Context: an optimization exercise on an open-source flow, tuned for small area, a short achievable clock period and few clock cycles per item. The choices shown serve that exercise and are no tape-out recipe. No functional check of the RTL was part of this run. No activity file was given, so power comes from the tool's default toggle rates.

[run.sh]
#!/bin/bash
# synth_recipe.tcl (not shown) runs the flow's synth.tcl, then flattens the netlist and writes it again
# the make line also repeats each setting of config.mk as NAME=value (left out here)
make -C /OpenROAD-flow-scripts/flow DESIGN_CONFIG=/design/flow/config.mk WORK_HOME=/design/flow/orfs CLKGATE_MAP_FILE= SYNTH_SCRIPT=/design/flow/synth_recipe.tcl finish
[config.mk]
export PLATFORM = sky130hd
export DESIGN_NAME = lru_cache_table
export DESIGN_NICKNAME = lru_cache_table
export VERILOG_FILES = /design/flow/design.v
export SDC_FILE = /design/flow/constraint.sdc
export NUM_CORES = 4
export LEC_CHECK = 0
export CAP_MARGIN = 20
export CORE_MARGIN = 2
export CORE_UTILIZATION = 60
export CTS_CLUSTER_DIAMETER = 110
export CTS_CLUSTER_SIZE = 24
export SETUP_SLACK_MARGIN = 2.2
export SLEW_MARGIN = 20
[constraint.sdc]
create_clock -name core_clock -period 5.0 [get_ports {clk}]
set_input_delay 1.0000 -clock core_clock [delete_from_list [all_inputs] [get_ports {clk}]]
set_output_delay 1.0000 -clock core_clock [all_outputs]
set_load 0.01 [all_outputs]
[design.v]
package lct_pkg;
  localparam int DEPTH_DEFAULT = 16;
  localparam int CMD_W         = 2;
  localparam int KEY_W         = 16;
  localparam int VALUE_W       = 32;
  localparam logic [VALUE_W-1:0] MISS_WORD = 32'hBF80_0000;
  typedef enum logic [CMD_W-1:0] {
    CMD_LOOKUP = 2'd0,
    CMD_INSERT = 2'd1,
    CMD_CLEAR  = 2'd2
  } cmd_t;
  typedef struct packed {
    logic [KEY_W-1:0]   key;
    logic [VALUE_W-1:0] value;
  } entry_t;
  function automatic int addr_w(input int depth);
    addr_w = (depth > 1) ? $clog2(depth) : 1;
  endfunction
endpackage
module lct_holes #(
  parameter int N = lct_pkg::DEPTH_DEFAULT
) (
  input  logic [N-1:0] vld,
  output logic [N:0]   z1,
  output logic [N:0]   z2
);
  localparam int L = $clog2(N);
  logic [N-1:0] o [L+1];
  logic [N-1:0] t [L+1];
  always_comb begin
    o[0] = ~vld;
    t[0] = '0;
    for (int k = 0; k < L; k++) begin
      for (int i = 0; i < N; i++) begin
        if (i >= (1 << k)) begin
          o[k+1][i] = o[k][i] || o[k][i-(1<<k)];
          t[k+1][i] = t[k][i] || t[k][i-(1<<k)] || (o[k][i] && o[k][i-(1<<k)]);
        end else begin
          o[k+1][i] = o[k][i];
          t[k+1][i] = t[k][i];
        end
      end
    end
    z1[0] = 1'b0;
    z2[0] = 1'b0;
    for (int p = 1; p <= N; p++) begin
      z1[p] = o[L][p-1];
      z2[p] = t[L][p-1];
    end
  end
endmodule
module lru_cache_table #(
  parameter int DEPTH = lct_pkg::DEPTH_DEFAULT
) (
  input  logic                        clk,
  input  logic                        rst,
  input  logic                        in_valid,
  output logic                        in_ready,
  input  logic [lct_pkg::CMD_W-1:0]   command,
  input  logic [lct_pkg::KEY_W-1:0]   key,
  input  logic [lct_pkg::VALUE_W-1:0] value,
  output logic                        out_valid,
  input  logic                        out_ready,
  output logic                        hit,
  output logic [lct_pkg::VALUE_W-1:0] read_data
);
  localparam int N  = DEPTH;
  localparam int IW = lct_pkg::addr_w(DEPTH);
  localparam int KW = lct_pkg::KEY_W;
  localparam int VW = lct_pkg::VALUE_W;
  logic                      req_v;
  logic [lct_pkg::CMD_W-1:0] req_cmd;
  logic [KW-1:0]             req_key;
  logic [VW-1:0]             req_val;
  logic [N-1:0]              req_m;     
  logic [KW-1:0] tk  [N];
  logic [IW-1:0] ptr [N];
  logic [N-1:0]  vld;
  logic [VW-1:0] sv  [N];
  logic [N-1:0]  ins_at;    
  logic [1:0]    rq_n;
  logic          rq_hit  [2];
  logic          rq_miss [2];
  logic [IW-1:0] rq_slot [2];
  logic          o_free;
  logic          rq_pop;
  logic          r_hit, r_miss;
  logic          go;
  logic [N:0]    ahead;     
  logic [N:0]    full;      
  logic          any;
  logic [N-1:0]  first;     
  logic [N:0]    z1, z2;    
  logic [N-1:0]  hole2;     
  logic          first_full;
  logic [N-1:0]  ins_d;
  logic [IW-1:0] hptr;
  logic [IW-1:0] wslot;
  logic          is_lk, is_ins, is_clr;
  logic          do_hit, do_ins, do_clr;
  logic [N-1:0]  rot;       
  logic [N-1:0]  eq;
  logic          eq_req;
  logic [N-1:0]  m_d;
  assign go       = req_v && !rq_n[1];
  assign in_ready = !req_v || !rq_n[1];
  assign o_free   = !out_valid || out_ready;
  assign rq_pop   = o_free && (rq_n != 2'd0);
  assign is_lk  = (req_cmd == lct_pkg::CMD_LOOKUP);
  assign is_ins = (req_cmd == lct_pkg::CMD_INSERT);
  assign is_clr = (req_cmd == lct_pkg::CMD_CLEAR);
  always_comb begin
    ahead[0] = 1'b0;
    full[0]  = 1'b1;
    for (int p = 0; p < N; p++) begin
      ahead[p+1] = ahead[p] || req_m[p];
      full[p+1]  = full[p] && vld[p];
    end
    any = ahead[N];
    for (int p = 0; p < N; p++) begin
      first[p] = req_m[p] && !ahead[p];
      hole2[p] = !vld[p] && z1[p] && !z2[p];
    end
    hptr       = '0;
    wslot      = '0;
    first_full = 1'b0;
    for (int p = 0; p < N; p++) begin
      hptr       = hptr | ({IW{first[p]}} & ptr[p]);
      wslot      = wslot | ({IW{ins_at[p]}} & ptr[p]);
      first_full = first_full || (first[p] && full[p]);
    end
  end
  lct_holes #(.N(N)) u_holes (
    .vld(vld),
    .z1 (z1),
    .z2 (z2)
  );
  always_comb begin
    ins_d = ins_at;
    if (do_ins) begin
      ins_d = (hole2 != '0) ? hole2 : {1'b1, {(N-1){1'b0}}};
    end else if (do_hit) begin
      ins_d[0] = 1'b0;
      for (int p = 1; p < N; p++) begin
        ins_d[p] = rot[p] ? ins_at[p-1] : ins_at[p];
      end
      ins_d[N-1] = ins_d[N-1] || (ins_at[N-1] && vld[N-1] && rot[N-1]);
    end else if (do_clr && first_full) begin
      ins_d = first;
    end
  end
  assign do_hit = go && is_lk && any;
  assign do_ins = go && is_ins;
  assign do_clr = go && is_clr && any;
  assign r_hit  = is_lk && any;
  assign r_miss = is_lk && !any;
  always_comb begin
    for (int p = 0; p < N; p++) begin
      rot[p] = (do_ins && full[p]) || (do_hit && !ahead[p]);
    end
  end
  always_comb begin
    for (int p = 0; p < N; p++) begin
      eq[p] = vld[p] && (tk[p] == key);
    end
    eq_req = (req_key == key);
    for (int p = 0; p < N; p++) begin
      if (rot[p]) begin
        m_d[p] = (p == 0) ? eq_req : eq[(p + N - 1) % N];
      end else begin
        m_d[p] = eq[p] && !(do_clr && first[p]);
      end
    end
  end
  always_ff @(posedge clk) begin
    if (rot[0]) begin
      tk[0] <= req_key;
    end
    for (int p = 1; p < N; p++) begin
      if (rot[p]) begin
        tk[p] <= tk[p-1];
      end
    end
  end
  always_ff @(posedge clk) begin
    if (rst) begin
      for (int p = 0; p < N; p++) begin
        ptr[p] <= IW'(p);
      end
    end else begin
      if (rot[0]) begin
        ptr[0] <= do_ins ? wslot : hptr;
      end
      for (int p = 1; p < N; p++) begin
        if (rot[p]) begin
          ptr[p] <= ptr[p-1];
        end
      end
    end
  end
  always_ff @(posedge clk) begin
    if (rst) begin
      ins_at <= {{(N-1){1'b0}}, 1'b1};
    end else begin
      ins_at <= ins_d;
    end
  end
  always_ff @(posedge clk) begin
    if (rst) begin
      vld <= '0;
    end else begin
      if (rot[0]) begin
        vld[0] <= 1'b1;
      end else if (do_clr && first[0]) begin
        vld[0] <= 1'b0;
      end
      for (int p = 1; p < N; p++) begin
        if (rot[p]) begin
          vld[p] <= vld[p-1];
        end else if (do_clr && first[p]) begin
          vld[p] <= 1'b0;
        end
      end
    end
  end
  always_ff @(posedge clk) begin
    for (int s = 0; s < N; s++) begin
      if (do_ins && (wslot == IW'(s))) begin
        sv[s] <= req_val;
      end
    end
  end
  always_ff @(posedge clk) begin
    if (in_ready) begin
      req_cmd <= command;
      req_key <= key;
      req_val <= value;
      req_m   <= m_d;
    end
  end
  always_ff @(posedge clk) begin
    if (rst) begin
      req_v     <= 1'b0;
      rq_n      <= 2'd0;
      out_valid <= 1'b0;
    end else begin
      if (in_ready) begin
        req_v <= in_valid;
      end
      if (o_free) begin
        out_valid <= (rq_n != 2'd0);
      end
      rq_n <= rq_n + {1'b0, go} - {1'b0, rq_pop};
    end
  end
  always_ff @(posedge clk) begin
    if (rq_pop) begin
      rq_hit[0]  <= rq_hit[1];
      rq_miss[0] <= rq_miss[1];
      rq_slot[0] <= rq_slot[1];
    end
    if (go && (rq_n == (rq_pop ? 2'd1 : 2'd0))) begin
      rq_hit[0]  <= r_hit;
      rq_miss[0] <= r_miss;
      rq_slot[0] <= hptr;
    end
    if (go) begin
      rq_hit[1]  <= r_hit;
      rq_miss[1] <= r_miss;
      rq_slot[1] <= hptr;
    end
  end
  always_ff @(posedge clk) begin
    if (o_free) begin
      hit       <= rq_hit[0];
      read_data <= rq_hit[0] ? sv[rq_slot[0]] : (rq_miss[0] ? lct_pkg::MISS_WORD : '0);
    end
  end
endmodule
==> run notes <==
largest net degree at the start of global routing 64; grt total ovfl 0; Post-Syn Area ~0.039 mm²; asr flop ratio synth 0; Setup WS pre-CTS between 1000 and 1500 ps; hold path endpoint tk[5][7]; Worst Path Arrival about 3500 ps; Crit Path Class reg -> reg; Worst EP required 5580 ps; hold path startpoint tk[4][7]; core area 0.0647 mm²; most common cell after layout, fill and taps aside edfxtp_1; Slew Limit Fails 0; clock latency (worst-skew pair) about 640 ps; PortBufs 88; # fillers approximately 4.3k; cell-internal power ~13 mW; RSZ-0062 raised after global routing yes; Worst setup SP type register; worst r2r src req_m[9]; first-pass GRT wire length 170,000 µm; DRC 0; Synth Flop Type edfxtp_1; leakage dissipation between 10 and 15 nW; Cell variety after synth 92; Cells after Synth ~2.6k; Period minus WS final roughly 2900 ps; instance area after placement approximately 0.042 mm²; initial drt markers between 3k and 4k; commonest cells after routing, fill and taps aside 879 x edfxtp_1, 219 x xnor2_1, 208 x buf_4; Critical Path Fanout Max 4; CTS tree yes; outcome finished clean; worst reg2reg setup slack a little over 2000 ps; vias per cell 6.86; Die W about 260 µm; RR Endpoint ins_at[15]; aggregate global-route resource usage 0.349; Syn. warnings 10; period utilization 0.588; NetSw ~5.3 mW; n_diodes 0; clock tree buffer depth 3; # setup viols final 0; HP Class reg -> reg; worst hold stages 0; Num CTS Buffers 47; sequential fraction of the synthesis area 0.721; Yosys top cell area share 0.670; EDFF count, synth 879; final non-filler cell total 3,805; CP Capture Type register; vias in the first global route ~25k; Sequential Power Share 0.540; final WL 120,000 µm; Comb power frac 0.222; worst rel slew slack 0.271; setup tns final 0 ps; worst IR drop on VDD around 0.35 mV; Slowest-stage cell, CP edfxtp_1; ranking of synthesized cells by area edfxtp_1 67%, dfxtp_1 5.1%, xnor2_1 4.9%, a22oi_1 3.4%, nand4_1 1.5%; Final #Nets ~3k; hold buffer count at cts 0; initial antenna violation count 1; area grow syn2layout 17.1%; PD cells about 390 mW/mm²; max incr delay on CP 550 ps; Die Area a little under 0.07 mm²; antenna viol nets, final 0; final instance area roughly 0.046 mm²; Syn Area/Cell between 10 and 15 µm²; Avg WL per Cell ~32 µm; MaxCap Viol Count 0; Inst Count DP ~3.5k; io pins 89; Slew @ Worst Pin 1090 ps; Sw Share 0.292; Synth Net Count 2,705; DR pass1 iterations 6; final worst slack just over 2000 ps; Hold Fails Final Rpt 0; Initial Util 0.609; clk sinks about 980; chip height ~260 µm; #FFs+latches synth just under 1k; CP cell instances or3_4 -> or4_4 -> buf_6 -> or4_4 -> a21oi_4 -> buf_6 -> buf_12 -> a22o_4 -> a221oi_2 -> a21oi_1; Root Buffer clkbuf_16; routed via count roughly 26k; clock power share 0.238; # H-tree levels 2; HPWL Detailed 68,300 µm; site row count 93; clock slew at reported path FFs around 110 ps; skew final around 28 ps; GP Congestion around 0.94; FMAX 340 MHz; cell taking the most area after synthesis edfxtp_1; proportion of layout cells with a drive suffix above 1 0.189; reg2reg path depth 10
[synth_stat cells, types with 5 or more instances]
library cell and n:
edfxtp_1 879, xnor2_1 219, a22oi_1 179, clkbuf_1 140, nand2_1 128, nor2_1 122, dfxtp_1 100, a21oi_1 98
nand4_1 93, nand3_1 71, xor2_1 60, mux2i_1 53, o21ai_0 52, a221oi_1 48, nor4_1 43, a22o_1 42
a31oi_1 24, nor3_1 24, inv_1 22, and4_1 15, o211ai_1 13, o221a_2 13, buf_2 11, nor2b_1 11
a211oi_1 9, nand2b_1 9, o221ai_1 9, o31ai_1 9, a311oi_1 7, a32oi_1 7, buf_1 7, nand3b_1 7
mux2_2 6, or4_1 6, a2111oi_0 5, a21o_1 5, and3_1 5
[cells by family after synthesis]
kind of cell    Yosys count  share of synthesized area
buf+inv                 187                     0.0187
mux                      59                     0.0152
xor+xnor                279                     0.0620
flops                   979                      0.721
fa+ha+maj                 6                    0.00165
simple gates            568                     0.0748
compound gates          571                      0.107
[critical path: cells and delay by family (launching register included)]
kind                   cells  cell delay [ps]
AO/OA/AOI/OAI              4              590
buffers and inverters      3              390
AND/OR/NAND/NOR            3             1350
flip-flops                 1              550
[per-stage QoR]
stage               power [mW]  hold WS (ps)   util
CTS                       17.8           478  0.693
global route              18.6           486  0.713
global placement          13.1           450  0.645
floorplan                 11.7           447      -
finish                    18.1           475  0.713
detailed placement        13.2           456  0.645
[timing repair]
item	4_1_cts	5_1_grt
resized for setup	147	128
buffers inserted	115	80
pin swaps	42	43
setup endpoints to repair	860	743
cloned	15	4
[sequential cells by signal, indices dropped and copies added, names as in the netlist]
signal     count
sv           512
tk           256
ptr           64
read_data     32
req_val       32
ins_at        16
req_key       16
req_m         16
vld           16
rq_slot        8
req_cmd        2
rq_hit         2
rq_miss        2
rq_n           2
hit            1
out_valid      1
req_v          1
[cell type report]
type | instances | area [µm²] | share of cell area
multi-input cells | 1492 | 11200 | 0.244
clock inverters | 4 | 51.3 | 0.00111
flip-flops and latches | 979 | 28400 | 0.616
repair buffers | 384 | 3900 | 0.0846
well taps | 855 | 1070 | 0.0232
inverters | 26 | 129 | 0.00279
clock buffers | 62 | 1280 | 0.0279
repair inverters | 3 | 22.5 | 0.000488
[worst max path at each step]
| stage | slack [ps] | to | startpoint |
|---|---|---|---|
| floorplan | 1700 | sv[4][0] | rq_n[1] |
| global placement | 1030 | req_m[4] | key[15] |
| detailed placement | 1070 | req_m[4] | key[7] |
| CTS | 1940 | sv[14][9] | ins_at[0] |
| global route | 1980 | ins_at[15] | req_m[8] |
| finish | 2060 | ins_at[15] | req_m[9] |
[power groups by stage]
stage / clock, mW / sequential, mW / combinational [mW]
3_3_place_gp: 0 / 9.93 / 3.17
5_1_grt: 4.60 / 9.82 / 4.20
3_5_place_dp: 0 / 9.95 / 3.21
2_1_floorplan: 0 / 9.86 / 1.81
4_1_cts: 4.33 / 9.76 / 3.68
6_report: 4.31 / 9.78 / 4.02
[metal layers]
layer,global-route usage,part of all wire
met3,0.0591,0.098
met2,0.592,0.50
met4,0.141,0.046
met1,0.448,0.36
met5,0,0

[re-timing with driven ports]
The flow's constraints put no driver on any port. The routed layout listed below was extracted and timed again, unchanged, in two steps.
Step 1 assumes that a clkbuf_16 drives the clock port and a buf_2 every other input.
Step 2 times the ports against the registers' clock, not the clock port: input delays grow and output delays shrink by t, the midpoint of the rising clock arrivals with the driver on.
Slacks: ideal / step 1 / step 2; pairs: ideal / step 1.
shift t [ns]: 0.696
setup slack, ns: 2.061 / 2.061 / 1.509
worst register clock-pin slew, ns: 0.11 / 0.11
worst data-port slew with drivers (ns): 0.05
cell pins on the clock port's net: 1
After both steps this run still meets setup and hold. For this run, drivers alone change the setup slack by 0.000 ns; drivers and shift together by -0.552 ns.
